Context: an optimization exercise on an open-source flow, tuned for small area and a short achievable clock period. The choices shown serve that exercise and are no tape-out recipe.
In this exercise RTL edits were held to simulation tests only and were not proved equivalent to the original.
Power and IR drop assume default switching activity.

File: flow/run.sh
#!/bin/bash
# synth_recipe.tcl (not shown) runs the flow's synth.tcl, then flattens the netlist and writes it again
# the make line also repeats each setting of config.mk as NAME=value (left out here)
make -C /OpenROAD-flow-scripts/flow DESIGN_CONFIG=/design/flow/config.mk WORK_HOME=/design/flow/orfs CLKGATE_MAP_FILE= SYNTH_SCRIPT=/design/flow/synth_recipe.tcl finish
File: flow/config.mk
export PLATFORM = sky130hd
export DESIGN_NAME = l2_mshr
export DESIGN_NICKNAME = l2_mshr
export VERILOG_FILES = /design/flow/design.v
export SDC_FILE = /design/flow/constraint.sdc
export NUM_CORES = 4
export LEC_CHECK = 0
export CAP_MARGIN = 20
export CORE_MARGIN = 2
export CORE_UTILIZATION = 40
export SETUP_SLACK_MARGIN = 0.6
export SLEW_MARGIN = 20
File: flow/constraint.sdc
create_clock -name core_clock -period 4.4 [get_ports {clk}]
set_input_delay 0.8800 -clock core_clock [delete_from_list [all_inputs] [get_ports {clk}]]
set_output_delay 0.8800 -clock core_clock [all_outputs]
set_load 0.01 [all_outputs]
File: flow/design.v
`timescale 1ns/10ps
module mshr_entry_array #(
    parameter int n_entries = 16
) (
    input  logic                         clk,
    input  logic                         rst,
    input  logic [151:0]                 upd,
    input  logic [23:0]                  req_addr,
    input  logic [$clog2(n_entries)-1:0] mshr_i,
    output logic [n_entries*159-1:0]     entries,
    output logic [n_entries-1:0]         valid
);
    localparam int idx_bits = $clog2(n_entries);
    logic         wr_addr, wr_state, wr_line, wr_tag, wr_wm;
    logic [2:0]   d_state;
    logic [11:0]  d_tag;
    logic [11:0]  d_addr;
    logic [127:0] d_line;
    logic [3:0]   d_wm;
    assign wr_addr  = upd[151];
    assign wr_state = upd[151] | upd[150];
    assign wr_line  = upd[151] | upd[149];
    assign wr_tag   = upd[151] | upd[148];
    assign wr_wm    = upd[151] | upd[147];
    assign d_state = upd[146:144] & {3{wr_state}};
    assign d_tag   = upd[143:132] & {12{wr_tag}};
    assign d_addr  = req_addr[11:0] & {12{wr_addr}};
    assign d_line  = upd[131:4] & {128{wr_line}};
    assign d_wm    = upd[3:0] & {4{wr_wm}};
    for (genvar i = 0; i < n_entries; i++) begin : g_entry
        logic         sel;
        logic         v_q;
        logic [2:0]   state_q;
        logic [11:0]  tag_q;
        logic [11:0]  addr_q;
        logic [127:0] line_q;
        logic [3:0]   word_mask_q;
        assign sel = (mshr_i == idx_bits'(i));
        always_ff @(posedge clk or negedge rst) begin
            if (!rst) begin
                v_q <= 1'b0;
            end else if (sel) begin
                v_q <= 1'b1;
            end
        end
        always_ff @(posedge clk) begin
            if (sel && (wr_addr || !v_q)) addr_q <= d_addr;
        end
        always_ff @(posedge clk) begin
            if (sel && (wr_state || !v_q)) state_q <= d_state;
        end
        always_ff @(posedge clk) begin
            if (sel && (wr_line || !v_q)) line_q <= d_line;
        end
        always_ff @(posedge clk) begin
            if (sel && (wr_tag || !v_q)) tag_q <= d_tag;
        end
        always_ff @(posedge clk) begin
            if (sel && (wr_wm || !v_q)) word_mask_q <= d_wm;
        end
        assign valid[i] = v_q;
        assign entries[i*159 +: 159] = {state_q, tag_q, addr_q, line_q, word_mask_q};
    end
endmodule
`timescale 1ns/10ps
module mshr_search #(
    parameter int n_entries = 16
) (
    input  logic                         clk,
    input  logic                         rst,
    input  logic [1:0]                   op,
    input  logic [23:0]                  req_addr,
    input  logic [1:0]                   fwd_msg,
    input  logic [n_entries*159-1:0]     entries,
    input  logic [n_entries-1:0]         valid,
    output logic [$clog2(n_entries)-1:0] mshr_i,
    output logic                         mshr_hit,
    output logic [11:0]                  flag_cmd
);
    localparam int idx_bits = $clog2(n_entries);
    logic [n_entries-1:0] live, set_eq, match, is1;
    for (genvar g = 0; g < n_entries; g++) begin : g_cmp
        logic [2:0]  st;
        assign st        = entries[g*159+156 +: 3];
        assign live[g]   = valid[g] && (st != 3'd0);
        assign is1[g]    = (st == 3'd1);
        assign set_eq[g] = (entries[g*159+136 +: 8] == req_addr[11:4]);
        assign match[g]  = live[g] && set_eq[g] &&
                           (entries[g*159+144 +: 12] == req_addr[23:12]);
    end
    function automatic logic [3:0] hi_idx(input logic [15:0] v);
        logic h3, h2, h1, h0;
        logic [7:0] a;
        logic [3:0] b;
        logic [1:0] c;
        h3 = |v[15:8];
        a  = h3 ? v[15:8] : v[7:0];
        h2 = |a[7:4];
        b  = h2 ? a[7:4] : a[3:0];
        h1 = |b[3:2];
        c  = h1 ? b[3:2] : b[1:0];
        h0 = c[1];
        hi_idx = {h3, h2, h1, h0};
    endfunction
    logic [3:0] m_idx, f_idx;
    logic       any_match, any_set, win_is1, stall;
    assign m_idx     = hi_idx(match);
    assign f_idx     = hi_idx(~live);
    assign any_match = |match;
    assign any_set   = |(live & set_eq);
    assign win_is1   = is1[m_idx];
    assign stall     = any_match && !(fwd_msg == 2'd0 && win_is1);
    always_comb begin
        flag_cmd = '0;
        case (op)
            2'd2: begin
                flag_cmd[11] = any_set;
                flag_cmd[10] = !any_set;
            end
            2'd3: begin
                flag_cmd[9]   = stall;
                flag_cmd[8]   = !stall;
                flag_cmd[7:0] = 8'(m_idx);
            end
            default: ;
        endcase
    end
    always_ff @(posedge clk or negedge rst) begin
        if (!rst) begin
            mshr_i   <= '0;
            mshr_hit <= 1'b0;
        end else if (op != 2'd0) begin
            mshr_i   <= (op == 2'd2) ? f_idx : m_idx;
            mshr_hit <= (op != 2'd2) && any_match;
        end
    end
endmodule
`timescale 1ns/10ps
module mshr_stall_flags #(
    parameter int n_entries = 16
) (
    input  logic                         clk,
    input  logic                         rst,
    input  logic [11:0]                  flag_cmd,
    output logic                         set_conflict,
    output logic                         fwd_stall,
    output logic [$clog2(n_entries)-1:0] fwd_stall_entry
);
    localparam int idx_bits = $clog2(n_entries);
    always_ff @(posedge clk or negedge rst) begin
        if (!rst) begin
            set_conflict <= 1'b0;
        end else if (flag_cmd[11]) begin
            set_conflict <= 1'b1;
        end else if (flag_cmd[10]) begin
            set_conflict <= 1'b0;
        end
    end
    always_ff @(posedge clk or negedge rst) begin
        if (!rst) begin
            fwd_stall <= 1'b0;
        end else if (flag_cmd[9]) begin
            fwd_stall <= 1'b1;
        end else if (flag_cmd[8]) begin
            fwd_stall <= 1'b0;
        end
    end
    always_ff @(posedge clk or negedge rst) begin
        if (!rst) begin
            fwd_stall_entry <= '0;
        end else if (flag_cmd[9]) begin
            fwd_stall_entry <= flag_cmd[idx_bits-1:0];
        end
    end
endmodule
`timescale 1ns/10ps
module l2_mshr #(
    parameter int n_entries = 16
) (
    input  logic                         clk,
    input  logic                         rst,
    input  logic [1:0]                   op,
    input  logic [23:0]                  req_addr,
    input  logic [1:0]                   fwd_msg,
    input  logic [151:0]                 upd,
    output logic                         mshr_hit,
    output logic [$clog2(n_entries)-1:0] mshr_i,
    output logic [158:0]                 entry_rd,
    output logic                         set_conflict,
    output logic                         fwd_stall,
    output logic [$clog2(n_entries)-1:0] fwd_stall_entry
);
    logic [n_entries*159-1:0] entries;
    logic [n_entries-1:0]     valid;
    logic [11:0]              flag_cmd;
    mshr_entry_array #(
        .n_entries (n_entries)
    ) u_array (
        .clk      (clk),
        .rst      (rst),
        .upd      (upd),
        .req_addr (req_addr),
        .mshr_i   (mshr_i),
        .entries  (entries),
        .valid    (valid)
    );
    mshr_search #(
        .n_entries (n_entries)
    ) u_search (
        .clk      (clk),
        .rst      (rst),
        .op       (op),
        .req_addr (req_addr),
        .fwd_msg  (fwd_msg),
        .entries  (entries),
        .valid    (valid),
        .mshr_i   (mshr_i),
        .mshr_hit (mshr_hit),
        .flag_cmd (flag_cmd)
    );
    mshr_stall_flags #(
        .n_entries (n_entries)
    ) u_flags (
        .clk             (clk),
        .rst             (rst),
        .flag_cmd        (flag_cmd),
        .set_conflict    (set_conflict),
        .fwd_stall       (fwd_stall),
        .fwd_stall_entry (fwd_stall_entry)
    );
    always_comb begin
        entry_rd = '0;
        for (int i = 0; i < n_entries; i++) begin
            entry_rd = entry_rd |
                       (entries[i*159 +: 159] & {159{valid[i] && mshr_i == 4'(i)}});
        end
    end
endmodule
==> results.sh, run 1 <==
export IMPL_setup_viol=18
export IMPL_antenna_left=0
export IMPL_clk_latency_ns=0.95
export IMPL_rsz0062_at_grt="yes"
export IMPL_synth_warnings=4
export IMPL_drc=0
export IMPL_wire_per_inst_microns=36.2
export IMPL_grt_pass1_vias=58847
export IMPL_maxCapViolCount=0
export IMPL_first_pass_iters=8
export IMPL_cts_buffers=282
export IMPL_grt_util_all_layers=0.275
export IMPL_path_delay_family="simple AND/OR/NAND/NOR gates"
export IMPL_fin_area_sq_um=128000
export IMPL_leakagePower_nw=43.2
export IMPL_maxSlewViolCount=0
export IMPL_clock_path_buffers=4
export IMPL_timing_hold_ws_ns=0.359
export IMPL_areaGrowthSynthToFinish_pct=31.3
export IMPL_ys_ff_latch=2571
export IMPL_critPathSlowestCell="dfrtp_4"
export IMPL_hold_path_class="in -> async"
export IMPL_cts_sinks=2571
export IMPL_hold_violations=0
export IMPL_synth_ff_type="edfxtp_1"
export IMPL_placeableCoreArea_sq_um=243000
export IMPL_final_cells=9981
export IMPL_skew_ns=0.0709
export IMPL_ys_seq_area_frac=0.791
export IMPL_required_ns=3.52
export IMPL_peakVddDrop_uv=364
export IMPL_fp_dieH_microns=498
export IMPL_synth_edff_count=2544
export IMPL_dieWidth_microns=498
export IMPL_area_sequential_sq_um=77100
export IMPL_syn_mean_instance_area_sq_um=18.4
export IMPL_path_buf_inv=3
export IMPL_overflow=0
export IMPL_violations="setup timing"
export IMPL_dp_cells=9014
export IMPL_clockRootBuffer="clkbuf_16"
export IMPL_p_total_mw=57.0
export IMPL_worstMarginPinSlew_ns=1.20
export IMPL_routed_via_density=6.27
export IMPL_multiInputGateArea_sq_um=22200
export IMPL_dp_slack_ns=-0.731
export IMPL_critPathCaptureType="primary output"
export IMPL_synthDistinctLibCells=73
export IMPL_h_tree_depth=5
export IMPL_power_density_nw_per_um2=446
export IMPL_max_freq_ghz=0.224
export IMPL_critical_path_arrival_ns=3.58
export IMPL_path_max_fanout=12
export IMPL_tritoncts="yes"
export IMPL_async_reset_ff_frac=0.0105
export IMPL_rows=181
export IMPL_max_stage_delay_ns=0.60
export IMPL_drive_gt1_frac=0.304
export IMPL_slew_limit_headroom=0.198
export IMPL_io_pins=352
export IMPL_worst_slack_ns=-0.0564
export IMPL_vias=62553
export IMPL_portBuffers=351
export IMPL_period_needed_ns=4.46
export IMPL_clk_pin_slew_ns=0.07
export IMPL_holdBufCountCts=0
export IMPL_start_util=0.402
export IMPL_nets=6776
export IMPL_dp_hpwl_mm=187
export IMPL_synthCells=5309
export IMPL_finalCritPeriodShare=1.01
export IMPL_cp_start_kind="register"
export IMPL_antenna_found_initial=18
export IMPL_syn_num_nets=5491
export IMPL_syn_area_sq_um=97500
export IMPL_placed_area_sq_um=109000
export IMPL_fill_cells=19070
export IMPL_grt_pass1_wl_mm=479
export IMPL_path_cells="nor2b_4, nand2_4, nor2_4, buf_4, bufbuf_16, a22o_1, a221oi_2, nand4_1, buf_2"
export IMPL_grt_max_degree=77
export IMPL_gp_congestion=0.908
export IMPL_routed_wl_mm=361
export IMPL_drt_iter0_drc=9117
export IMPL_die_area_sq_um=248000
export IMPL_outcome="complete, but fails checks"
export IMPL_worst_setup_path_type="reg -> out"
per-layer routing:
| layer | GRT usage | wire length [microns] | part of all wire |
|---|---|---|---|
| met5 | 0 | 23 | 0.000064 |
| met4 | 0.0916 | 14100 | 0.039 |
| met3 | 0.0526 | 36400 | 0.10 |
| met2 | 0.425 | 165000 | 0.46 |
| met1 | 0.392 | 145000 | 0.40 |
through the flow:
stage | setup TNS (ns) | utilization
after detailed placement | -3.33 | 0.450
after global placement | -3.60 | 0.449
after CTS | -0.533 | 0.509
after global routing | -1.60 | 0.527
after floorplan | 0 | -
final | -0.433 | 0.527
worst paths after layout:
kind	depth (start not counted)	start	end	slack, ns
setup / recovery	9	u_search.mshr_i[0]$_DFFE_PN0P_	entry_rd[157]	-0.06
hold / removal	2	rst	u_search.mshr_hit$_DFFE_PN0P_	0.36
setup reg to reg	25	u_search.mshr_i[0]$_DFFE_PN0P_	u_array.g_entry[15].line_q[120]$_DFFE_PP_	0.19
hold reg to reg	2	u_search.mshr_hit$_DFFE_PN0P_	u_search.mshr_hit$_DFFE_PN0P_	0.48
max in group asynchronous	2	rst	u_array.g_entry[13].v_q$_DFFE_PN0P_	3.63
min in group core_clock	2	u_search.mshr_hit$_DFFE_PN0P_	u_search.mshr_hit$_DFFE_PN0P_	0.48
cells in the final DEF, fill, tap and decap left out, types with 54 or more instances in the layout:
master           count
a21oi_1             67
a221oi_1           234
a221oi_2           386
a22o_1             627
buf_12             192
buf_16              88
buf_2              147
buf_4              490
buf_6              137
clkbuf_16          319
clkdlybuf4s50_1    192
edfxtp_1          2544
nand4_1            189
nor2_1              58
nor2b_1            107
nor4_1              54
xnor2_1             73
xor2_1             245
report_power, final:
part / internal, mW / switching (mW)
sequential: 27.8 / 0.324
clock: 13.2 / 9.35
combinational: 2.38 / 3.96
sequential cells by signal, summed over array words and instances, names as in the netlist:
| name | count |
|---|---|
| u_array.g_entry.line_q | 2048 |
| u_array.g_entry.addr_q | 192 |
| u_array.g_entry.tag_q | 192 |
| u_array.g_entry.word_mask_q | 64 |
| u_array.g_entry.state_q | 48 |
| u_array.g_entry.v_q | 16 |
| u_flags.fwd_stall_entry | 4 |
| u_search.mshr_i | 4 |
| u_flags.fwd_stall | 1 |
| u_flags.set_conflict | 1 |
| u_search.mshr_hit | 1 |
worst register-to-register path: cells and delay by family (launching register included):
family / cells / cell delay [ns]
AO/OA/AOI/OAI: 1 / 0.18
flip-flops: 1 / 0.59
AND/OR/NAND/NOR: 1 / 0.20
buffers and inverters: 23 / 2.83
cells by family after synthesis:
family / after synthesis / synth area share
AO/OA/AOI/OAI: 1423 / 0.125
XOR/XNOR: 320 / 0.0289
buffers and inverters: 361 / 0.0174
flip-flops: 2571 / 0.791
multiplexers: 6 / 0.000667
AND/OR/NAND/NOR: 628 / 0.0375
synth_stat cells, types with 4 or more instances:
library cell	count	share of area
a21oi_1	85	0.0044
a221oi_1	636	0.057
a22o_1	636	0.057
and2_1	13	0.00083
buf_1	19	0.00073
buf_12	4	0.00082
buf_4	8	0.00062
buf_6	19	0.0022
buf_8	9	0.0014
clkbuf_1	279	0.011
dfrtp_1	27	0.0069
edfxtp_1	2544	0.78
inv_1	23	0.00089
mux2i_1	5	0.00051
nand2_1	48	0.0018
nand2b_1	4	0.00026
nand3_1	25	0.0013
nand3_2	4	0.00041
nand4_1	189	0.012
nor2_1	78	0.0030
nor2b_1	153	0.0098
nor3_1	25	0.0013
nor4_1	61	0.0039
o211a_1	4	0.00041
o211ai_1	6	0.00046
o21ai_0	8	0.00041
o22ai_1	4	0.00026
o31ai_1	10	0.00077
xnor2_1	73	0.0066
xor2_1	245	0.022
repair_timing:
item | CTS | global route
resized for setup | 1072 | 456
setup buffers | 222 | 177
pin swaps | 191 | 241
endpoints found under the setup margin | 164 | 323
gates cloned | 62 | 36
cell type report:
type                       instances  area share
clock buffer                     342      0.0582
inverter                          23    0.000675
antenna                            6    0.000117
multi-input combinational       2378       0.173
tap                             3202      0.0313
timing repair buffer            1338       0.125
clock inverter                   121     0.00872
sequential                      2571       0.602
==> run 2: changes to the inputs <==
--- a/flow/design.v
+++ b/flow/design.v
@@ -9,4 +9,7 @@
     input  logic [$clog2(n_entries)-1:0] mshr_i,
+    input  logic [158:0]                 entry_rd,
     output logic [n_entries*159-1:0]     entries,
-    output logic [n_entries-1:0]         valid
+    output logic [n_entries-1:0]         valid,
+    output logic [n_entries-1:0]         cur_oh,
+    output logic [158:0]                 upd_rec
 );
@@ -29,2 +32,7 @@
     assign d_wm    = upd[3:0] & {4{wr_wm}};
+    assign upd_rec = {wr_state ? d_state : entry_rd[158:156],
+                      wr_tag   ? d_tag   : entry_rd[155:144],
+                      wr_addr  ? d_addr  : entry_rd[143:132],
+                      wr_line  ? d_line  : entry_rd[131:4],
+                      wr_wm    ? d_wm    : entry_rd[3:0]};
     for (genvar i = 0; i < n_entries; i++) begin : g_entry
@@ -60,3 +68,4 @@
         end
-        assign valid[i] = v_q;
+        assign valid[i]  = v_q;
+        assign cur_oh[i] = sel;
         assign entries[i*159 +: 159] = {state_q, tag_q, addr_q, line_q, word_mask_q};
@@ -75,2 +84,4 @@
     input  logic [n_entries-1:0]         valid,
+    input  logic [n_entries-1:0]         cur_oh,
+    output logic [n_entries-1:0]         next_oh,
     output logic [$clog2(n_entries)-1:0] mshr_i,
@@ -80,3 +91,3 @@
     localparam int idx_bits = $clog2(n_entries);
-    logic [n_entries-1:0] live, set_eq, match, is1;
+    logic [n_entries-1:0] live, set_eq, match, is1, m_oh, f_oh;
     for (genvar g = 0; g < n_entries; g++) begin : g_cmp
@@ -104,2 +115,10 @@
     endfunction
+    function automatic logic [15:0] hi_oh(input logic [15:0] v);
+        logic above;
+        above = 1'b0;
+        for (int k = 15; k >= 0; k--) begin
+            hi_oh[k] = v[k] && !above;
+            above    = above || v[k];
+        end
+    endfunction
     logic [3:0] m_idx, f_idx;
@@ -108,5 +127,7 @@
     assign f_idx     = hi_idx(~live);
+    assign m_oh      = hi_oh(match);
+    assign f_oh      = (&live) ? 16'h0001 : hi_oh(~live);
     assign any_match = |match;
     assign any_set   = |(live & set_eq);
-    assign win_is1   = is1[m_idx];
+    assign win_is1   = |(m_oh & is1);
     assign stall     = any_match && !(fwd_msg == 2'd0 && win_is1);
@@ -127,2 +148,9 @@
     end
+    always_comb begin
+        case (op)
+            2'd0:    next_oh = cur_oh;
+            2'd2:    next_oh = f_oh;
+            default: next_oh = any_match ? m_oh : 16'h0001;
+        endcase
+    end
     always_ff @(posedge clk or negedge rst) begin
@@ -194,3 +222,5 @@
     logic [n_entries-1:0]     valid;
+    logic [n_entries-1:0]     cur_oh, next_oh;
     logic [11:0]              flag_cmd;
+    logic [158:0]             upd_rec, rd_next;
     mshr_entry_array #(
@@ -203,4 +233,7 @@
         .mshr_i   (mshr_i),
+        .entry_rd (entry_rd),
         .entries  (entries),
-        .valid    (valid)
+        .valid    (valid),
+        .cur_oh   (cur_oh),
+        .upd_rec  (upd_rec)
     );
@@ -216,2 +249,4 @@
         .valid    (valid),
+        .cur_oh   (cur_oh),
+        .next_oh  (next_oh),
         .mshr_i   (mshr_i),
@@ -231,8 +266,18 @@
     always_comb begin
-        entry_rd = '0;
+        logic same;
+        same    = |(next_oh & cur_oh);
+        rd_next = upd_rec & {159{same}};
         for (int i = 0; i < n_entries; i++) begin
-            entry_rd = entry_rd |
-                       (entries[i*159 +: 159] & {159{valid[i] && mshr_i == 4'(i)}});
-        end
-    end
-endmodule
+            rd_next = rd_next |
+                      (entries[i*159 +: 159] &
+                       {159{next_oh[i] && valid[i] && !cur_oh[i]}});
+        end
+    end
+    always_ff @(posedge clk or negedge rst) begin
+        if (!rst) begin
+            entry_rd <= '0;
+        end else begin
+            entry_rd <= rd_next;
+        end
+    end
+endmodule
==> run 2 against run 1 <==
  * Cell count is 19% higher
  * Utilization is 1.9 points lower
  * Setup slack better by 0.49 ns
  * Combinational power is 17% higher
  * The run now finishes clean
  * Synthesized cell count is 31% higher
  * Critical path depth is 9 higher
  * Cell area is 7.6% higher
==> results.sh, run 2 <==
export IMPL_dp_cells=11253
export IMPL_maxCapViolCount=0
export IMPL_reg2reg_to="entry_rd[137]$_DFF_PN0_"
export IMPL_ff2ff_setup_slack_ns=0.46
export IMPL_setup_viol=0
export IMPL_dp_hpwl_mm=265
export IMPL_syn_area_sq_um=109000
export IMPL_max_freq_ghz=0.252
export IMPL_top_regs="u_array.g_entry.line_q x2048, u_array.g_entry.addr_q x192, u_array.g_entry.tag_q x192"
export IMPL_finalCritPeriodShare=0.901
export IMPL_yosys_area_top_type_share=0.700
export IMPL_rows=191
export IMPL_required_ns=5.11
export IMPL_p_total_mw=62.5
export IMPL_path_max_fanout=8
export IMPL_final_common_cell="edfxtp_1"
export IMPL_hold_end="entry_rd[7]$_DFF_PN0_"
export IMPL_grt_util_all_layers=0.295
export IMPL_vias=77559
export IMPL_ys_ff_latch=2730
export IMPL_placeableCoreArea_sq_um=271000
export IMPL_clk_latency_ns=1.01
export IMPL_clk_pin_slew_ns=0.06
export IMPL_worst_setup_path_type="in -> reg"
export IMPL_clock_path_buffers=4
export IMPL_outcome="finished clean"
export IMPL_largest_reg_flops=2048
export IMPL_synth_most_common_cell="edfxtp_1"
export IMPL_drc=0
export IMPL_drt_iter0_drc=13406
export IMPL_grt_max_degree=70
export IMPL_routed_via_density=6.51
export IMPL_synth_ff_type="edfxtp_1"
export IMPL_fin_area_sq_um=138000
export IMPL_grt_pass1_vias=74665
export IMPL_tritoncts="yes"
export IMPL_areaGrowthSynthToFinish_pct=26.1
export IMPL_worstMarginPinSlew_ns=1.12
export IMPL_hold_violations=0
export IMPL_routed_wl_mm=425
export IMPL_io_pins=352
export IMPL_clockRootBuffer="clkbuf_16"
export IMPL_antenna_left=0
export IMPL_portBuffers=351
export IMPL_overflow=0
export IMPL_skew_ns=0.131
export IMPL_die_area_sq_um=277000
export IMPL_power_density_nw_per_um2=454
export IMPL_async_reset_ff_frac=0.0681
export IMPL_placed_area_sq_um=125000
export IMPL_yosysTopAreaCell="edfxtp_1"
export IMPL_mostFrequentLayoutCells="2,544 x edfxtp_1, 717 x buf_4, 541 x a22oi_1, 405 x nand2_1, 333 x clkdlybuf4s50_1"
export IMPL_cts_sinks=2730
export IMPL_synth_area_top_cells="edfxtp_1 70%, dfrtp_1 4.3%, a22oi_1 3.7%, a222oi_1 2.9%, a22o_1 1.8%"
export IMPL_critPathCaptureType="register"
export IMPL_multiInputGateArea_sq_um=27700
export IMPL_cts_buffers=302
export IMPL_dieWidth_microns=526
export IMPL_critical_path_arrival_ns=4.67
export IMPL_max_stage_delay_ns=0.83
export IMPL_syn_num_nets=7124
export IMPL_start_util=0.403
export IMPL_leakagePower_nw=46.0
export IMPL_peakVddDrop_uv=303
export IMPL_min_from="u_array.g_entry[2].line_q[3]$_DFFE_PP_"
export IMPL_wire_per_inst_microns=35.7
export IMPL_fp_dieH_microns=526
export IMPL_min_path_cells=2
export IMPL_final_cells=11910
export IMPL_h_tree_depth=5
export IMPL_rsz0062_at_grt="yes"
export IMPL_drive_gt1_frac=0.210
export IMPL_cp_start_kind="input pin"
export IMPL_antenna_found_initial=15
export IMPL_top_register="u_array.g_entry.line_q"
export IMPL_slew_limit_headroom=0.254
export IMPL_rr_worst_depth=15
export IMPL_r2r_start="u_array.g_entry[13].addr_q[11]$_DFFE_PP_"
export IMPL_period_needed_ns=3.97
export IMPL_synthCells=6942
export IMPL_fill_cells=22214
export IMPL_nets=8290
export IMPL_synth_warnings=4
export IMPL_area_sequential_sq_um=81100
export IMPL_yosys_top_cells_count="2,544 x edfxtp_1, 543 x a22oi_1, 409 x nand2_1, 375 x clkbuf_1, 319 x a222oi_1"
export IMPL_crit_top_cell="buf_4"
export IMPL_gp_congestion=1.01
export IMPL_grt_pass1_wl_mm=582
export IMPL_hold_path_class="reg -> reg"
export IMPL_synth_edff_count=2544
export IMPL_syn_mean_instance_area_sq_um=15.7
export IMPL_setup_worst_path_start="req_addr[11]"
export IMPL_maxSlewViolCount=0
export IMPL_first_pass_iters=12
export IMPL_ys_seq_area_frac=0.742
export IMPL_synthDistinctLibCells=86
export IMPL_critPathSlowestCell="a222oi_1"
export IMPL_timing_hold_ws_ns=0.430
export IMPL_path_cells="dlygate4sd2_1, buf_12, buf_4, xnor2_1, nand4_1, nor4_2, buf_4, and2_0, buf_4, nor4_4, buf_4, buf_4, a41oi_2, buf_4, nor3_2, clkbuf_16, a222oi_1, o211ai_1"
-- run 2: cell types whose count changed in the layout (fill, tap and decap cells not counted), sizes merged, moves of 159 or more --
cell,delta
a21oi,+185
a22oi,+542
and3,+164
dfrtp,+159
a221oi,-540
a222oi,+319
nand2,+361
a22o,-415
-- run 2: kinds of logic after synthesis --
group                  count (synthesis)  synth area share
AO/OA/AOI/OAI                       1943             0.141
XOR/XNOR                             320            0.0257
buffers and inverters                541            0.0211
multiplexers                           5          0.000504
AND/OR/NAND/NOR                     1403            0.0694
flip-flops                          2730             0.742
-- run 2: what timing repair did --
item / in CTS / in global routing
hold endpoints to repair: 10 / 0
pin swaps: 63 / 115
gates cloned: 16 / 14
gates resized for setup: 184 / 139
hold buffers: 1 / 0
buffers inserted: 47 / 43
setup endpoints to repair: 167 / 165
-- run 2: per-layer routing --
metal	part of all wire	global-route usage
met5	0.00023	0
met4	0.041	0.110
met3	0.12	0.0632
met2	0.45	0.453
met1	0.39	0.412
-- run 2: power by group --
group	total, mW	leakage [nW]	internal (mW)	switching [mW]
combinational	7.39	16.0	2.93	4.47
sequential	30.6	25.3	29.7	0.882
clock	24.5	4.65	14.3	10.2
-- run 2: worst max-delay path by stage --
stage | endpoint | slack [ns] | depth (start not counted)
after floorplan | u_array.g_entry[13].line_q[0]$_DFFE_PP_ | 0.30 | 6
after global placement | entry_rd[65]$_DFF_PN0_ | -1.21 | 14
after detailed placement | entry_rd[140]$_DFF_PN0_ | -0.94 | 17
after CTS | entry_rd[143]$_DFF_PN0_ | 0.53 | 18
after global routing | entry_rd[137]$_DFF_PN0_ | 0.42 | 15
final | entry_rd[137]$_DFF_PN0_ | 0.43 | 18
-- run 2: critical path, delay by kind of cell --
family | cells | cell delay (ns)
buf+inv | 9 | 1.56
compound gates | 3 | 1.22
simple gates | 5 | 0.68
xor+xnor | 1 | 0.31
-- run 2: area by class of cell --
| cell class | instances | area share |
|---|---|---|
| clock buffers | 401 | 0.0606 |
| clock inverters | 129 | 0.00814 |
| flip-flops and latches | 2730 | 0.589 |
| diodes | 6 | 0.000109 |
| inverters | 36 | 0.000981 |
| multi-input cells | 3671 | 0.201 |
| well taps | 3570 | 0.0324 |
| repair buffers | 1367 | 0.108 |
-- run 2: through the flow --
| stage | TNS [ns] | util | worst slack (ns) |
|---|---|---|---|
| after floorplan | 0 | - | 0.297 |
| after global placement | -136.36 | 0.460 | -1.21 |
| after detailed placement | -137.93 | 0.460 | -0.939 |
| after CTS | 0 | 0.502 | 0.530 |
| after global routing | 0 | 0.508 | 0.422 |
| final | 0 | 0.508 | 0.435 |
==> run 3: changes to the inputs <==
--- a/flow/design.v
+++ b/flow/design.v
@@ -27,7 +27,7 @@
     assign wr_wm    = upd[151] | upd[147];
-    assign d_state = upd[146:144] & {3{wr_state}};
-    assign d_tag   = upd[143:132] & {12{wr_tag}};
-    assign d_addr  = req_addr[11:0] & {12{wr_addr}};
-    assign d_line  = upd[131:4] & {128{wr_line}};
-    assign d_wm    = upd[3:0] & {4{wr_wm}};
+    assign d_state = upd[146:144];
+    assign d_tag   = upd[143:132];
+    assign d_addr  = req_addr[11:0];
+    assign d_line  = upd[131:4];
+    assign d_wm    = upd[3:0];
     assign upd_rec = {wr_state ? d_state : entry_rd[158:156],
@@ -40,7 +40,3 @@
         logic         v_q;
-        logic [2:0]   state_q;
-        logic [11:0]  tag_q;
-        logic [11:0]  addr_q;
-        logic [127:0] line_q;
-        logic [3:0]   word_mask_q;
+        logic [158:0] rec_q;
         assign sel = (mshr_i == idx_bits'(i));
@@ -54,15 +50,3 @@
         always_ff @(posedge clk) begin
-            if (sel && (wr_addr || !v_q)) addr_q <= d_addr;
-        end
-        always_ff @(posedge clk) begin
-            if (sel && (wr_state || !v_q)) state_q <= d_state;
-        end
-        always_ff @(posedge clk) begin
-            if (sel && (wr_line || !v_q)) line_q <= d_line;
-        end
-        always_ff @(posedge clk) begin
-            if (sel && (wr_tag || !v_q)) tag_q <= d_tag;
-        end
-        always_ff @(posedge clk) begin
-            if (sel && (wr_wm || !v_q)) word_mask_q <= d_wm;
+            if (sel) rec_q <= upd_rec;
         end
@@ -70,3 +54,3 @@
         assign cur_oh[i] = sel;
-        assign entries[i*159 +: 159] = {state_q, tag_q, addr_q, line_q, word_mask_q};
+        assign entries[i*159 +: 159] = rec_q;
     end
--- a/flow/config.mk
+++ b/flow/config.mk
@@ -10,3 +10,3 @@
 export CORE_UTILIZATION = 40
-export SETUP_SLACK_MARGIN = 0.6
+export SETUP_SLACK_MARGIN = 1.6
 export SLEW_MARGIN = 20
==> run 3 against run 2 <==
  * Still clean on timing, DRC and antenna
  * Routed wire length decreased by 5.1%
  * Total power increased by 0.77%
  * Setup slack improved by 0.22 ns
  * Sequential power increased by 3%
  * Area after synthesis decreased by 0.81%
  * Cell area increased by 1.9%
  * First-iteration DRC count decreased by 19%
  * Synthesized cell count decreased by 3.9%
  * Register-to-register slack improved by 0.20 ns
  * Largest power group unchanged
==> results.sh, run 3 <==
export IMPL_outcome="finished clean"
export IMPL_synth_ff_type="edfxtp_1"
export IMPL_grt_pass1_wl_mm=541
export IMPL_rows=191
export IMPL_synth_area_top_cells="edfxtp_1 71%, dfrtp_1 4.3%, a22oi_1 4.0%, a22o_1 1.6%, xor2_1 1.6%"
export IMPL_overflow=0
export IMPL_ys_ff_latch=2730
export IMPL_p_switching_mw=15.8
export IMPL_critPathSlowestCell="edfxtp_1"
export IMPL_syn_area_sq_um=108000
export IMPL_final_common_cell="edfxtp_1"
export IMPL_synth_most_common_cell="edfxtp_1"
export IMPL_ys_seq_area_frac=0.748
export IMPL_nets=8131
export IMPL_min_path_cells=2
export IMPL_drive_gt1_frac=0.261
export IMPL_skew_ns=0.0781
export IMPL_rsz0062_at_grt="yes"
export IMPL_grt_util_all_layers=0.277
export IMPL_path_cells="xnor2_1, nand4_1, nor4_4, buf_4, a22oi_2, nor3b_4, buf_4, a21o_4, buf_6, a222oi_1, a21boi_2, nand3_1, a2111o_1"
export IMPL_cts_sinks=2730
export IMPL_maxSlewViolCount=0
export IMPL_cp_start_kind="register"
export IMPL_synth_warnings=4
export IMPL_tritoncts="yes"
export IMPL_syn_num_nets=6850
export IMPL_min_from="u_array.g_entry[0].rec_q[95]$_DFFE_PN_"
export IMPL_start_util=0.401
export IMPL_grt_pass1_vias=70926
export IMPL_top_regs="u_array.g_entry.rec_q x2544, entry_rd x159, u_array.g_entry.v_q x16"
export IMPL_antenna_found_initial=15
export IMPL_r2r_start="u_array.g_entry[12].rec_q[145]$_DFFE_PP_"
export IMPL_sequentialPowerShare=0.501
export IMPL_h_tree_depth=5
export IMPL_grt_max_degree=105
export IMPL_vias=73104
export IMPL_io_pins=352
export IMPL_power_density_nw_per_um2=449
export IMPL_fp_dieH_microns=524
export IMPL_max_stage_delay_ns=0.46
export IMPL_p_comb_frac=0.121
export IMPL_tns_ns=0
export IMPL_switching_share=0.250
export IMPL_ff2ff_setup_slack_ns=0.66
export IMPL_placeableCoreArea_sq_um=270000
export IMPL_period_needed_ns=3.74
export IMPL_path_buf_inv=3
export IMPL_routed_wl_mm=403
export IMPL_yosys_area_top_type_share=0.705
export IMPL_required_ns=5.18
export IMPL_worst_setup_path_type="reg -> reg"
export IMPL_max_freq_ghz=0.267
export IMPL_die_area_sq_um=275000
export IMPL_path_max_fanout=6
export IMPL_pwr_share_clk=0.378
export IMPL_crit_top_cell="buf_4"
export IMPL_top_register="u_array.g_entry.rec_q"
export IMPL_portBuffers=351
export IMPL_peakVddDrop_uv=437
export IMPL_critical_path_arrival_ns=4.53
export IMPL_drc=0
export IMPL_mostFrequentLayoutCells="2,544 x edfxtp_1, 590 x buf_4, 494 x a22oi_1, 376 x nand2_1, 338 x clkbuf_16"
export IMPL_setup_viol=0
export IMPL_drt_iter0_drc=10874
export IMPL_synthDistinctLibCells=87
export IMPL_path_delay_family="compound AO/OA/AOI/OAI gates"
export IMPL_antenna_left=0
export IMPL_largest_reg_flops=2544
export IMPL_critPathCaptureType="register"
export IMPL_maxCapViolCount=0
export IMPL_synthCells=6668
export IMPL_rr_worst_depth=13
export IMPL_clock_path_buffers=4
export IMPL_dieWidth_microns=524
export IMPL_yosys_top_cells_count="2,544 x edfxtp_1, 581 x a22oi_1, 388 x nand2_1, 246 x clkbuf_1, 229 x nand3_1"
export IMPL_reg2reg_to="entry_rd[145]$_DFF_PN0_"
export IMPL_first_pass_iters=8
export IMPL_areaGrowthSynthToFinish_pct=29.6
export IMPL_dp_hpwl_mm=237
export IMPL_syn_mean_instance_area_sq_um=16.2
export IMPL_finalCritPeriodShare=0.851
export IMPL_clockRootBuffer="clkbuf_16"
export IMPL_hold_path_class="reg -> reg"
export IMPL_hold_end="entry_rd[95]$_DFF_PN0_"
export IMPL_wire_per_inst_microns=34.3
export IMPL_synth_edff_count=2544
export IMPL_slew_limit_headroom=0.301
export IMPL_hold_violations=0
export IMPL_clk_pin_slew_ns=0.06
export IMPL_p_int_mw=47.2
export IMPL_leakagePower_nw=49.0
export IMPL_p_total_mw=63.0
export IMPL_routed_via_density=6.22
export IMPL_clk_latency_ns=0.97
export IMPL_gp_congestion=0.970
export IMPL_worstMarginPinSlew_ns=1.04
export IMPL_async_reset_ff_frac=0.0681
export IMPL_yosysTopAreaCell="edfxtp_1"
export IMPL_cts_buffers=296
## run 3: power by group through the flow
| stage | Clock (mW) | Sequential (mW) | Combinational [mW] |
|---|---|---|---|
| floorplan | 0 | 31.8 | 2.93 |
| global placement | 0 | 32.0 | 6.55 |
| CTS | 24.0 | 31.5 | 7.05 |
| global route | 24.9 | 31.7 | 7.92 |
| detailed placement | 0 | 32.0 | 6.66 |
| finish | 23.8 | 31.6 | 7.60 |
## run 3: area by class of cell
type                    instances  area (sq um)
flip-flops and latches       2730         81100
inverters                     173           709
repair buffers               1418         17100
clock buffers                 405          8150
clock inverters               116           937
diodes                          5          12.5
multi-input cells            3330         27900
fillers                     21899        130000
well taps                    3570          4470
## run 3: what timing repair did
action | 4_1_cts | 5_1_grt
endpoints found under the setup margin | 1007 | 1034
gates cloned | 30 | 39
hold buffers | 1 | 0
pin swaps | 181 | 391
hold endpoints to repair | 36 | 0
buffers inserted | 154 | 100
gates resized for setup | 412 | 608
## run 3: per-stage QoR
stage | cell area (sq um) | util | hold WS [ns] | std cells | setup WS (ns)
2_1_floorplan | 109000 | - | 0.434 | 6668 | -2.98
3_3_place_gp | 123000 | 0.455 | 0.443 | 10896 | -1.38
3_5_place_dp | 123000 | 0.455 | 0.454 | 10897 | -1.08
4_1_cts | 136000 | 0.504 | 0.465 | 11603 | 0.688
5_1_grt | 140000 | 0.520 | 0.472 | 11745 | 0.636
6_report | 140000 | 0.520 | 0.462 | 11747 | 0.657
## run 3: worst max-delay path by stage
stage,startpoint,cells after the start,endpoint,slack (ns)
after detailed placement,req_addr[15],17,entry_rd[153]$_DFF_PN0_,-1.08
after global routing,u_array.g_entry[12].rec_q[145]$_DFFE_PP_,14,entry_rd[55]$_DFF_PN0_,0.64
after CTS,u_array.g_entry[12].rec_q[154]$_DFFE_PP_,13,entry_rd[149]$_DFF_PN0_,0.69
final,u_array.g_entry[12].rec_q[145]$_DFFE_PP_,13,entry_rd[145]$_DFF_PN0_,0.66
after global placement,req_addr[17],17,entry_rd[153]$_DFF_PN0_,-1.38
after floorplan,u_search.mshr_i[0]$_DFFE_PN0N_,9,entry_rd[153]$_DFF_PN0_,-2.98
## run 3: kinds of logic after synthesis
group,count (synthesis),synth area share
flip-flops,2730,0.748
AO/OA/AOI/OAI,1804,0.136
AND/OR/NAND/NOR,1035,0.0481
buffers and inverters,613,0.0254
XOR/XNOR,320,0.0259
multiplexers,166,0.0159
## run 3: tightest hold or removal path: cells and delay by family (launching register included)
family | cells | cell delay [ns]
flip-flops | 1 | 0.34
AO/OA/AOI/OAI | 2 | 0.12
## run 3: per-layer routing
| metal | track usage | up-vias | part of all wire |
|---|---|---|---|
| met5 | 0 | - | 0.000079 |
| met4 | 0.102 | 4 | 0.039 |
| met3 | 0.0482 | 691 | 0.10 |
| met2 | 0.441 | 4541 | 0.46 |
| met1 | 0.381 | 37792 | 0.39 |
| li1 | - | 30076 | - |
==> run 4: changes to the inputs <==
--- a/flow/config.mk
+++ b/flow/config.mk
@@ -10,3 +10,3 @@
 export CORE_UTILIZATION = 40
-export SETUP_SLACK_MARGIN = 1.6
+export SETUP_SLACK_MARGIN = 0.6
 export SLEW_MARGIN = 20
==> run 4 against run 3 <==
  * Still clean
  * Area after synthesis unchanged
  * Sequential power about the same
  * Sequential share of layout area up 2.4 points
  * Total power down 1.3%
==> results.sh, run 4 <==
export IMPL_outcome="finished clean"
export IMPL_antenna_found_initial=6
export IMPL_peakVddDrop_uv=426
export IMPL_syn_mean_instance_area_sq_um=16.2
export IMPL_rr_worst_depth=12
export IMPL_grt_pass1_vias=69921
export IMPL_path_buf_inv=3
export IMPL_clock_path_buffers=4
export IMPL_routed_wl_mm=383
export IMPL_final_cells=11540
export IMPL_top_register="u_array.g_entry.rec_q"
export IMPL_synth_warnings=4
export IMPL_tritoncts="yes"
export IMPL_yosys_top_cells_count="2,544 x edfxtp_1, 581 x a22oi_1, 388 x nand2_1, 246 x clkbuf_1, 229 x nand3_1"
export IMPL_synth_edff_count=2544
export IMPL_path_max_fanout=8
export IMPL_routed_via_density=6.15
export IMPL_gp_congestion=0.970
export IMPL_critPathCaptureType="register"
export IMPL_max_freq_ghz=0.258
export IMPL_power_density_nw_per_um2=462
export IMPL_die_area_sq_um=275000
export IMPL_worst_slack_ns=0.528
export IMPL_rsz0062_at_grt="yes"
export IMPL_r2r_start="u_array.g_entry[6].rec_q[158]$_DFFE_PP_"
export IMPL_critical_path_arrival_ns=4.71
export IMPL_path_cells="o31a_1, buf_4, nor2b_2, nand3_1, or2_2, nor4_4, or2_4, buf_12, buf_4, a22oi_1, and3_1, o2111ai_1"
export IMPL_drt_iter0_drc=10046
export IMPL_areaGrowthSynthToFinish_pct=24.4
export IMPL_dieWidth_microns=524
export IMPL_cts_sinks=2730
export IMPL_slew_limit_headroom=0.261
export IMPL_cp_start_kind="register"
export IMPL_met2_usage=0.432
export IMPL_setup_viol=0
export IMPL_clockRootBuffer="clkbuf_16"
export IMPL_leakagePower_nw=45.8
export IMPL_first_pass_iters=10
export IMPL_p_int_mw=46.8
export IMPL_clk_pin_slew_ns=0.06
export IMPL_antenna_left=0
export IMPL_dp_cells=10897
export IMPL_syn_area_sq_um=108000
export IMPL_endpoint="entry_rd[117]$_DFF_PN0_"
export IMPL_fin_area_sq_um=135000
export IMPL_p_comb_frac=0.111
export IMPL_nets=7926
export IMPL_yosysTopAreaCell="edfxtp_1"
export IMPL_p_switching_mw=15.4
export IMPL_period_needed_ns=3.87
export IMPL_finalCritPeriodShare=0.880
export IMPL_worst_setup_path_type="reg -> reg"
export IMPL_h_tree_depth=5
export IMPL_setup_worst_path_start="u_array.g_entry[6].rec_q[158]$_DFFE_PP_"
export IMPL_fill_cells=22458
export IMPL_portBuffers=351
export IMPL_worstMarginPinSlew_ns=1.11
export IMPL_top_regs="u_array.g_entry.rec_q x2544, entry_rd x159, u_array.g_entry.v_q x16"
export IMPL_gr_max_usage_layer="met2"
export IMPL_ff2ff_setup_slack_ns=0.53
export IMPL_vias=70945
export IMPL_grt_util_met3=0.0463
export IMPL_synth_most_common_cell="edfxtp_1"
export IMPL_final_common_cell="edfxtp_1"
export IMPL_synth_ff_type="edfxtp_1"
export IMPL_maxCapViolCount=0
export IMPL_ys_ff_latch=2730
export IMPL_dp_hpwl_mm=237
export IMPL_largest_reg_flops=2544
export IMPL_skew_ns=0.0805
export IMPL_placed_area_sq_um=123000
export IMPL_cts_buffers=296
export IMPL_io_pins=352
export IMPL_rows=191
export IMPL_syn_num_nets=6850
export IMPL_yosys_area_top_type_share=0.705
export IMPL_sequentialPowerShare=0.507
export IMPL_critPathSlowestCell="edfxtp_1"
export IMPL_overflow=0
export IMPL_path_delay_family="simple AND/OR/NAND/NOR gates"
export IMPL_multiInputGateArea_sq_um=26300
export IMPL_grt_max_degree=105
export IMPL_fp_dieH_microns=524
export IMPL_dp_slack_ns=-1.08
export IMPL_use_met1=0.375
export IMPL_ys_seq_area_frac=0.748
export IMPL_reg2reg_to="entry_rd[117]$_DFF_PN0_"
export IMPL_maxSlewViolCount=0
export IMPL_wire_per_inst_microns=33.2
export IMPL_post_route_util=0.499
export IMPL_required_ns=5.24
export IMPL_placeableCoreArea_sq_um=270000
export IMPL_switching_share=0.247
export IMPL_synthCells=6668
export IMPL_synthDistinctLibCells=87
export IMPL_grt_util_all_layers=0.271
export IMPL_start_util=0.401
export IMPL_cp_depth=12
export IMPL_area_sequential_sq_um=81100
export IMPL_synth_area_top_cells="edfxtp_1 71%, dfrtp_1 4.3%, a22oi_1 4.0%, a22o_1 1.6%, xor2_1 1.6%"
export IMPL_clk_latency_ns=0.97
export IMPL_drive_gt1_frac=0.204
export IMPL_hold_path_class="reg -> reg"
export IMPL_mostFrequentLayoutCells="2,544 x edfxtp_1, 588 x buf_4, 560 x a22oi_1, 384 x nand2_1, 330 x clkdlybuf4s50_1"
export IMPL_async_reset_ff_frac=0.0681
export IMPL_grt_pass1_wl_mm=531
export IMPL_max_stage_delay_ns=0.48
export IMPL_hold_violations=0
export IMPL_drc=0
export IMPL_pwr_share_clk=0.382
export IMPL_crit_top_cell="buf_4"
==> run 4: cell counts after synthesis <==
Identical to the previous run, type by type.
==> run 4: cell families (layout without fill, tap and decap cells) <==
| kind of cell | after synthesis | after routing | synth area share |
|---|---|---|---|
| other | 0 | 3 | 0 |
| AOI/OAI and AO/OA | 1804 | 1806 | 0.136 |
| muxes | 166 | 166 | 0.0159 |
| xor gates and xnor gates | 320 | 320 | 0.0259 |
| and+or+nand+nor | 1035 | 1036 | 0.0481 |
| buffers and inverters | 613 | 1909 | 0.0254 |
| DFF | 2730 | 2730 | 0.748 |
==> run 4: power groups by stage <==
stage | registers (mW) | logic (mW) | clock network, mW
global route | 31.6 | 7.23 | 24.9
floorplan | 31.8 | 2.93 | 0
detailed placement | 32.0 | 6.66 | 0
finish | 31.5 | 6.90 | 23.7
global placement | 32.0 | 6.55 | 0
CTS | 31.5 | 6.75 | 24.0
==> run 4: stage by stage <==
stage / setup TNS [ns] / power [mW] / hold WS (ns)
floorplan: -1745.43 / 34.8 / 0.434
global placement: -125.83 / 38.6 / 0.443
detailed placement: -135.40 / 38.7 / 0.454
CTS: 0 / 62.2 / 0.465
global route: 0 / 63.8 / 0.487
finish: 0 / 62.2 / 0.462
==> run 4: layout make-up <==
type / count / area share
sequential: 2730 / 0.602
multi-input combinational: 3328 / 0.195
timing repair buffer: 1215 / 0.0968
clock buffer: 405 / 0.0605
tap: 3570 / 0.0332
clock inverter: 116 / 0.00696
inverter: 173 / 0.00527
antenna: 3 / 0.0000557
==> run 4: worst min-delay path by stage <==
stage                     slack [ns]                                     from                 endpoint  cells after the start
after floorplan                 0.43    u_array.g_entry[4].rec_q[1]$_DFFE_PP_    entry_rd[1]$_DFF_PN0_                      2
after global placement          0.44    u_array.g_entry[4].rec_q[1]$_DFFE_PP_    entry_rd[1]$_DFF_PN0_                      2
after detailed placement        0.45    u_array.g_entry[4].rec_q[1]$_DFFE_PP_    entry_rd[1]$_DFF_PN0_                      2
after CTS                       0.47    u_array.g_entry[4].rec_q[1]$_DFFE_PP_    entry_rd[1]$_DFF_PN0_                      2
after global routing            0.49  u_array.g_entry[4].rec_q[108]$_DFFE_PP_  entry_rd[108]$_DFF_PN0_                      2
final                           0.46    u_array.g_entry[4].rec_q[1]$_DFFE_PP_    entry_rd[1]$_DFF_PN0_                      2
==> run 4: per-layer routing <==
layer / part of all wire / wire, microns
met1: 0.40 / 154000
met2: 0.47 / 179000
met5: 0.000052 / 20
met4: 0.039 / 15000
met3: 0.092 / 35200
==> run 4: timing repair <==
| action | 4_1_cts | 5_1_grt |
|---|---|---|
| hold buffers | 1 | 0 |
| pin swaps | 54 | 100 |
| gates resized for setup | 157 | 149 |
| endpoints found under the setup margin | 164 | 163 |
| cloned | 7 | 5 |
| hold endpoints to repair | 36 | 0 |
| buffers inserted | 42 | 64 |
==> run 4: tightest hold or removal path: stages, from the launching register on <==
cell and delay [ns]:
edfxtp_1 0.32, nand2_1 0.05, o2111ai_1 0.06
==> run 5: changes to the inputs <==
--- a/flow/design.v
+++ b/flow/design.v
@@ -12,2 +12,3 @@
     output logic [n_entries-1:0]         valid,
+    output logic [n_entries-1:0]         live,
     output logic [n_entries-1:0]         cur_oh,
@@ -40,2 +41,3 @@
         logic         v_q;
+        logic         live_q;
         logic [158:0] rec_q;
@@ -49,2 +51,9 @@
         end
+        always_ff @(posedge clk or negedge rst) begin
+            if (!rst) begin
+                live_q <= 1'b0;
+            end else if (sel) begin
+                live_q <= |upd_rec[158:156];
+            end
+        end
         always_ff @(posedge clk) begin
@@ -53,2 +62,3 @@
         assign valid[i]  = v_q;
+        assign live[i]   = live_q;
         assign cur_oh[i] = sel;
@@ -67,3 +77,3 @@
     input  logic [n_entries*159-1:0]     entries,
-    input  logic [n_entries-1:0]         valid,
+    input  logic [n_entries-1:0]         live,
     input  logic [n_entries-1:0]         cur_oh,
@@ -75,3 +85,3 @@
     localparam int idx_bits = $clog2(n_entries);
-    logic [n_entries-1:0] live, set_eq, match, is1, m_oh, f_oh;
+    logic [n_entries-1:0] set_eq, match, is1, m_oh, f_oh;
     for (genvar g = 0; g < n_entries; g++) begin : g_cmp
@@ -79,3 +89,2 @@
         assign st        = entries[g*159+156 +: 3];
-        assign live[g]   = valid[g] && (st != 3'd0);
         assign is1[g]    = (st == 3'd1);
@@ -205,3 +214,3 @@
     logic [n_entries*159-1:0] entries;
-    logic [n_entries-1:0]     valid;
+    logic [n_entries-1:0]     valid, live;
     logic [n_entries-1:0]     cur_oh, next_oh;
@@ -220,2 +229,3 @@
         .valid    (valid),
+        .live     (live),
         .cur_oh   (cur_oh),
@@ -232,3 +242,3 @@
         .entries  (entries),
-        .valid    (valid),
+        .live     (live),
         .cur_oh   (cur_oh),
--- a/flow/config.mk
+++ b/flow/config.mk
@@ -10,3 +10,3 @@
 export CORE_UTILIZATION = 40
-export SETUP_SLACK_MARGIN = 0.6
+export SETUP_SLACK_MARGIN = 1.6
 export SLEW_MARGIN = 20
==> run 5 against run 4 <==
  * Still clean on timing, DRC and antenna
  * Cell area grew 3.1%
  * Routed wire length grew 5.2%
  * Register-to-register slack worse by 0.098 ns
  * Via count increased by 4.3%
  * Setup slack worse by 0.13 ns
  * Flip-flop and latch count is 16 higher
  * Count of clock-buffer cells in the layout shrank 4
  * Fmax fell by 3.3%
  * Critical path type is now in -> reg
  * Critical endpoint is now entry_rd[69]$_DFF_PN0_
==> results.sh, run 5 <==
export IMPL_outcome="finished clean"
export IMPL_ys_ff_latch=2746
export IMPL_dp_hpwl_mm=243
export IMPL_final_common_cell="edfxtp_1"
export IMPL_slew_limit_headroom=0.153
export IMPL_antenna_found_initial=9
export IMPL_largest_reg_flops=2544
export IMPL_routed_wl_mm=403
export IMPL_clk_latency_ns=0.99
export IMPL_cp_start_kind="input pin"
export IMPL_pwr_share_clk=0.344
export IMPL_areaGrowthSynthToFinish_pct=27.2
export IMPL_synth_warnings=4
export IMPL_rows=191
export IMPL_synth_ff_type="edfxtp_1"
export IMPL_grt_max_degree=121
export IMPL_yosys_top_cells_count="2,544 x edfxtp_1, 883 x nand2_1, 362 x a22oi_1, 318 x clkbuf_1, 298 x a221oi_1"
export IMPL_skew_ns=0.0760
export IMPL_syn_area_sq_um=109000
export IMPL_p_total_mw=72.1
export IMPL_p_switching_mw=20.0
export IMPL_drive_gt1_frac=0.245
export IMPL_clk_pin_slew_ns=0.06
export IMPL_drc=0
export IMPL_maxCapViolCount=0
export IMPL_tritoncts="yes"
export IMPL_worst_setup_path_type="in -> reg"
export IMPL_dieWidth_microns=526
export IMPL_power_density_nw_per_um2=520
export IMPL_peakVddDrop_uv=436
export IMPL_max_freq_ghz=0.250
export IMPL_yosys_area_top_type_share=0.700
export IMPL_nets=8260
export IMPL_synthCells=6917
export IMPL_gp_congestion=0.981
export IMPL_wire_per_inst_microns=33.9
export IMPL_finalCritPeriodShare=0.910
export IMPL_syn_num_nets=7099
export IMPL_first_pass_iters=9
export IMPL_sequentialPowerShare=0.478
export IMPL_vias=73976
export IMPL_final_cells=11882
export IMPL_dp_cells=11191
export IMPL_critPathCaptureType="register"
export IMPL_use_met1=0.391
export IMPL_placeableCoreArea_sq_um=271000
export IMPL_cts_sinks=2746
export IMPL_met2_usage=0.434
export IMPL_synthDistinctLibCells=80
export IMPL_area_sequential_sq_um=81500
export IMPL_ys_seq_area_frac=0.747
export IMPL_yosysTopAreaCell="edfxtp_1"
export IMPL_drt_iter0_drc=11127
export IMPL_clockRootBuffer="clkbuf_16"
export IMPL_synth_most_common_cell="edfxtp_1"
export IMPL_routed_via_density=6.23
export IMPL_post_route_util=0.512
export IMPL_die_area_sq_um=277000
export IMPL_grt_util_all_layers=0.278
export IMPL_hold_path_class="reg -> reg"
export IMPL_async_reset_ff_frac=0.0736
export IMPL_path_max_fanout=21
export IMPL_gr_max_usage_layer="met2"
export IMPL_fp_dieH_microns=526
export IMPL_grt_util_met3=0.0538
export IMPL_top_register="u_array.g_entry.rec_q"
export IMPL_fin_area_sq_um=139000
export IMPL_worstMarginPinSlew_ns=1.27
export IMPL_fill_cells=22280
export IMPL_portBuffers=351
export IMPL_start_util=0.403
export IMPL_required_ns=5.21
export IMPL_syn_mean_instance_area_sq_um=15.8
export IMPL_switching_share=0.277
export IMPL_leakagePower_nw=48.5
export IMPL_io_pins=352
export IMPL_rsz0062_at_grt="yes"
export IMPL_overflow=0
export IMPL_clock_path_buffers=4
export IMPL_mostFrequentLayoutCells="2,544 x edfxtp_1, 872 x nand2_1, 641 x buf_4, 353 x a22oi_1, 336 x clkbuf_16"
export IMPL_grt_pass1_wl_mm=551
export IMPL_p_comb_frac=0.178
export IMPL_h_tree_depth=5
export IMPL_setup_viol=0
export IMPL_timing_hold_ws_ns=0.451
export IMPL_grt_pass1_vias=72022
export IMPL_placed_area_sq_um=125000
export IMPL_p_int_mw=52.2
export IMPL_hold_violations=0
export IMPL_period_needed_ns=4.00
export IMPL_critical_path_arrival_ns=4.81
export IMPL_top_regs="u_array.g_entry.rec_q x2544, entry_rd x159"
export IMPL_maxSlewViolCount=0
export IMPL_multiInputGateArea_sq_um=28400
export IMPL_cts_buffers=303
export IMPL_synth_area_top_cells="edfxtp_1 70%, dfrtp_1 4.6%, nand2_1 3.0%, a22oi_1 2.5%, a221oi_1 2.4%"
export IMPL_synth_edff_count=2544
export IMPL_antenna_left=0
run 5: what timing repair did:
action,4_1_cts,5_1_grt
endpoints found under the setup margin,845,968
hold endpoints to repair,49,0
gates resized for setup,135,482
hold buffers,1,0
cloned,9,30
pin swaps,40,142
setup buffers,38,74
run 5: cell families after synthesis:
family	synth area share
buffers and inverters	0.0185
AND/OR/NAND/NOR	0.0751
AO/OA/AOI/OAI	0.117
XOR/XNOR	0.0257
flip-flops	0.747
multiplexers	0.0171
run 5: power groups by stage:
stage	Clock [mW]	Sequential (mW)	Combinational [mW]
5_1_grt	26.1	34.7	13.4
3_5_place_dp	0	34.9	11.8
3_3_place_gp	0	34.9	11.6
2_1_floorplan	0	34.6	5.42
6_report	24.8	34.5	12.8
4_1_cts	25.0	34.4	12.2
run 5: final cells by class:
type | instances | area share
Timing Repair Buffer | 1308 | 0.105
Sequential cell | 2746 | 0.587
Multi-Input combinational cell | 3696 | 0.205
Inverter | 23 | 0.00122
Antenna cell | 3 | 0.0000541
Clock buffer | 401 | 0.0604
Clock inverter | 135 | 0.00881
Tap cell | 3570 | 0.0322
run 5: path summary, 6_finish.rpt:
kind | endpoint | start | slack [ns] | cells past startpoint
setup / recovery | entry_rd[69]$_DFF_PN0_ | req_addr[4] | 0.40 | 15
hold / removal | entry_rd[109]$_DFF_PN0_ | u_array.g_entry[4].rec_q[109]$_DFFE_PP_ | 0.45 | 2
setup reg to reg | entry_rd[69]$_DFF_PN0_ | u_array.g_entry[14].rec_q[142]$_DFFE_PP_ | 0.43 | 12
hold reg to reg | entry_rd[109]$_DFF_PN0_ | u_array.g_entry[4].rec_q[109]$_DFFE_PP_ | 0.45 | 2
max in group asynchronous | entry_rd[69]$_DFF_PN0_ | rst | 2.88 | 3
min in group asynchronous | entry_rd[15]$_DFF_PN0_ | rst | 0.53 | 2
run 5: through the flow:
stage / TNS (ns) / setup slack, ns
2_1_floorplan: -1649.58 / -3.53
3_3_place_gp: -157.87 / -1.09
3_5_place_dp: -155.66 / -1.09
4_1_cts: 0 / 0.485
5_1_grt: 0 / 0.366
6_report: 0 / 0.397
run 5: critical path: stages:
cell and delay, ns:
clkdlybuf4s50_1 0.45, buf_12 0.18, buf_4 0.17, xnor2_4 0.24
nand2_1 0.17, nor3_4 0.31, buf_4 0.19, nand2_1 0.12
o21ba_2 0.25, a211oi_2 0.21, nor2_1 0.08, or4_4 0.57
buf_16 0.24, a221o_1 0.40, a211o_1 0.28
run 5: routing by layer:
layer	part of all wire	wire length, microns	up-vias
met4	0.034	13800	4
met1	0.41	166000	38294
met5	0.000057	23	-
met3	0.097	39000	662
li1	-	-	30584
met2	0.46	184000	4432
==> run 6: changes to the inputs <==
==> flow/flow/run.sh (new file) <==
#!/bin/bash
# The standard layout, with plain buffers on the ports instead of the delay
# cells buffer_ports picks by default; hold repair adds delay where needed.
set -euo pipefail
echo 'export BUFFER_PORTS_ARGS = -buffer_cell sky130_fd_sc_hd__buf_4' >> config.mk
bash standard.sh > standard.log 2>&1
==> flow/standard.sh (new file) <==
#!/bin/bash
# synth_recipe.tcl (not shown) runs the flow's synth.tcl, then flattens the netlist and writes it again
# the make line also repeats each setting of config.mk as NAME=value (left out here)
make -C /OpenROAD-flow-scripts/flow DESIGN_CONFIG=/design/flow/config.mk WORK_HOME=/design/flow/orfs CLKGATE_MAP_FILE= SYNTH_SCRIPT=/design/flow/synth_recipe.tcl "${@:-finish}"
--- a/flow/config.mk
+++ b/flow/config.mk
@@ -10,3 +10,5 @@
 export CORE_UTILIZATION = 40
-export SETUP_SLACK_MARGIN = 1.6
+export SETUP_SLACK_MARGIN = 1.5
 export SLEW_MARGIN = 20
+export TNS_END_PERCENT = 10
+export BUFFER_PORTS_ARGS = -buffer_cell sky130_fd_sc_hd__buf_4
removed: flow/run.sh
==> run 6 against run 5 <==
  * Worst hold slack got worse by 0.44 ns
  * Sequential share of layout area is 2.1 points higher
  * Cell count decreased by 1.6%
  * Global-route usage fell by 0.15 points
  * Utilization is 1.8 points lower
  * Routed wire length shrank 2.1%
  * Highest routed layer unchanged
==> results.sh, run 6 <==
export IMPL_outcome="finished clean"
export IMPL_critical_path_arrival_ns=4.75
export IMPL_worstMarginPinSlew_ns=1.15
export IMPL_cp_start_kind="register"
export IMPL_power_density_nw_per_um2=536
export IMPL_overflow=0
export IMPL_rr_worst_depth=12
export IMPL_drt_iter0_drc=10591
export IMPL_synth_ff_type="edfxtp_1"
export IMPL_top_register="u_array.g_entry.rec_q"
export IMPL_vias=72927
export IMPL_tritoncts="yes"
export IMPL_drive_gt1_frac=0.250
export IMPL_ys_ff_latch=2746
export IMPL_skew_ns=0.0885
export IMPL_required_ns=5.12
export IMPL_finalCritPeriodShare=0.916
export IMPL_first_pass_iters=9
export IMPL_path_max_fanout=6
export IMPL_routed_via_density=6.24
export IMPL_yosysTopAreaCell="edfxtp_1"
export IMPL_gp_congestion=0.980
export IMPL_yosys_top_cells_count="2,544 x edfxtp_1, 883 x nand2_1, 362 x a22oi_1, 318 x clkbuf_1, 298 x a221oi_1"
export IMPL_clk_pin_slew_ns=0.06
export IMPL_syn_mean_instance_area_sq_um=15.8
export IMPL_tns_ns=0
export IMPL_r2r_start="u_array.g_entry[4].live_q$_DFFE_PN0P_"
export IMPL_antenna_found_initial=12
export IMPL_maxSlewViolCount=0
export IMPL_critPathCaptureType="register"
export IMPL_cts_buffers=293
export IMPL_hold_path_class="in -> async"
export IMPL_drc=0
export IMPL_fp_dieH_microns=526
export IMPL_hold_violations=0
export IMPL_areaGrowthSynthToFinish_pct=22.7
export IMPL_io_pins=352
export IMPL_top_regs="u_array.g_entry.rec_q x2544, entry_rd x159"
export IMPL_mostFrequentLayoutCells="2,544 x edfxtp_1, 944 x buf_4, 876 x nand2_1, 353 x a22oi_1, 301 x clkbuf_16"
export IMPL_placeableCoreArea_sq_um=271000
export IMPL_rows=191
export IMPL_die_area_sq_um=277000
export IMPL_synth_edff_count=2544
export IMPL_leakagePower_nw=45.9
export IMPL_antenna_left=0
export IMPL_start_util=0.403
export IMPL_nets=8068
export IMPL_slew_limit_headroom=0.233
export IMPL_syn_num_nets=7099
export IMPL_synthCells=6917
export IMPL_rsz0062_at_grt="yes"
export IMPL_peakVddDrop_uv=367
export IMPL_post_route_util=0.494
export IMPL_dp_hpwl_mm=241
export IMPL_h_tree_depth=5
export IMPL_largest_reg_flops=2544
export IMPL_portBuffers=351
export IMPL_setup_viol=0
export IMPL_max_freq_ghz=0.248
export IMPL_grt_max_degree=119
export IMPL_syn_area_sq_um=109000
export IMPL_async_reset_ff_frac=0.0736
export IMPL_maxCapViolCount=0
export IMPL_cts_sinks=2746
export IMPL_setup_worst_path_start="u_array.g_entry[4].live_q$_DFFE_PN0P_"
export IMPL_timing_hold_ws_ns=0.00565
export IMPL_final_common_cell="edfxtp_1"
export IMPL_clock_path_buffers=4
export IMPL_synth_most_common_cell="edfxtp_1"
export IMPL_ys_seq_area_frac=0.747
export IMPL_clockRootBuffer="clkbuf_16"
export IMPL_synthDistinctLibCells=80
export IMPL_grt_pass1_vias=71476
export IMPL_yosys_area_top_type_share=0.700
export IMPL_period_needed_ns=4.03
export IMPL_synth_warnings=4
export IMPL_grt_pass1_wl_mm=549
export IMPL_wire_per_inst_microns=33.7
export IMPL_worst_setup_path_type="reg -> reg"
export IMPL_routed_wl_mm=395
export IMPL_clk_latency_ns=0.91
export IMPL_synth_area_top_cells="edfxtp_1 70%, dfrtp_1 4.6%, nand2_1 3.0%, a22oi_1 2.5%, a221oi_1 2.4%"
export IMPL_grt_util_all_layers=0.276
export IMPL_dieWidth_microns=526
## run 6: kinds of logic after synthesis
family / Yosys count / synth area share
XOR/XNOR: 320 / 0.0257
AO/OA/AOI/OAI: 1524 / 0.117
AND/OR/NAND/NOR: 1685 / 0.0751
buffers and inverters: 476 / 0.0185
multiplexers: 166 / 0.0171
flip-flops: 2746 / 0.747
## run 6: worst paths after layout
| check | end | slack, ns |
|---|---|---|
| max | entry_rd[61]$_DFF_PN0_ | 0.37 |
| min | entry_rd[17]$_DFF_PN0_ | 0.006 |
| max reg2reg | entry_rd[61]$_DFF_PN0_ | 0.37 |
| min reg2reg | entry_rd[81]$_DFF_PN0_ | 0.43 |
| max in group asynchronous | entry_rd[107]$_DFF_PN0_ | 3.44 |
| min in group core_clock | entry_rd[81]$_DFF_PN0_ | 0.43 |
## run 6: final cells by class
class,count,area (sq um)
Fill cell,22683,137000
Sequential cell,2746,81500
Multi-Input combinational cell,3696,27400
Timing Repair Buffer,1126,10700
Clock buffer,393,8120
Tap cell,3570,4470
Clock inverter,139,1620
Inverter,23,169
Antenna cell,2,5.00
## run 6: stage by stage
step / setup WS [ns] / cell area [sq um] / cells / power, mW
3_3_place_gp: -1.07 / 123000 / 11112 / 46.0
5_1_grt: 0.387 / 134000 / 11694 / 73.9
4_1_cts: 0.403 / 133000 / 11666 / 71.6
2_1_floorplan: -3.53 / 110000 / 6917 / 40.0
3_5_place_dp: -0.850 / 123000 / 11113 / 46.2
6_report: 0.368 / 134000 / 11695 / 71.8
## run 6: per-layer routing
metal,vias to the layer above,wire length [microns],global-route usage
li1,30171,-,-
met1,37648,162000,0.391
met2,4368,180000,0.428
met3,734,38200,0.0506
met4,6,15100,0.0944
met5,-,34,0
## run 6: power by group
group          internal (mW)  leakage (nW)  switching [mW]  total, mW
Clock                   14.8          4.76            10.4       25.2
Combinational           4.43          15.6            7.56       12.0
Sequential              32.6          25.6            1.96       34.6
Total                   51.8          45.9            20.0       71.8
## run 6: critical path, cell delays in order, from the launching register on
cell and delay [ns]:
dfrtp_1 0.60, nand2_1 0.30, or3_1 0.59, or2_1 0.31, and3_4 0.16, a211oi_2 0.23
nor2_1 0.09, or4_4 0.57, buf_8 0.17, buf_16 0.15, buf_12 0.16, nand2_2 0.07
or4b_4 0.45
## run 6: what timing repair did
action	4_1_cts	5_1_grt
hold buffers	0	0
hold endpoints to repair	0	0
cloned	4	4
setup buffers	17	23
pin swaps	31	44
setup endpoints to repair	774	809
gates resized for setup	58	100

==> afterwards: timing with drivers on the ports <==
In the flow no input, the clock included, has a driving cell. The finished layouts below were timed again as built, in two steps.
Step 1: set_driving_cell puts a clkbuf_16 on clk and a buf_2 on each other input, an assumption about the parent block.
Step 2 moves the port delays by t, midway between the first and last clock arrival at a register: inputs arrive t later, outputs are due t later. That takes back most of the time a late clock gives input paths.
a / b / c = ideal ports / drivers / drivers and shift; a / b = the first two.
run	t (ns)	setup WS [ns]	hold WS [ns]	worst setup path after step 2	latest minus earliest clock arrival (ns)
run 1	1.032	-0.056 / -0.167 / -0.601	0.359 / 0.273 / 0.483	input to register	0.093 / 0.093
run 2	1.053	0.435 / 0.463 / -0.528	0.430 / 0.430 / 0.430	input to register	0.132 / 0.132
run 3	1.030	0.657 / 0.657 / -0.284	0.462 / 0.462 / 0.462	input to register	0.080 / 0.081
run 4	1.024	0.528 / 0.528 / -0.351	0.462 / 0.462 / 0.462	input to register	0.081 / 0.081
run 5	1.039	0.397 / 0.429 / -0.581	0.451 / 0.451 / 0.451	input to register	0.078 / 0.078
run 6	0.960	0.368 / 0.368 / -0.375	0.006 / -0.036 / 0.428	input to register	0.090 / 0.091
With both steps, setup timing fails in 5 of these runs, where it was met with ideal ports. For run 5, which loses most, drivers alone change the setup slack by +0.032 ns; drivers and shift together by -0.978 ns.
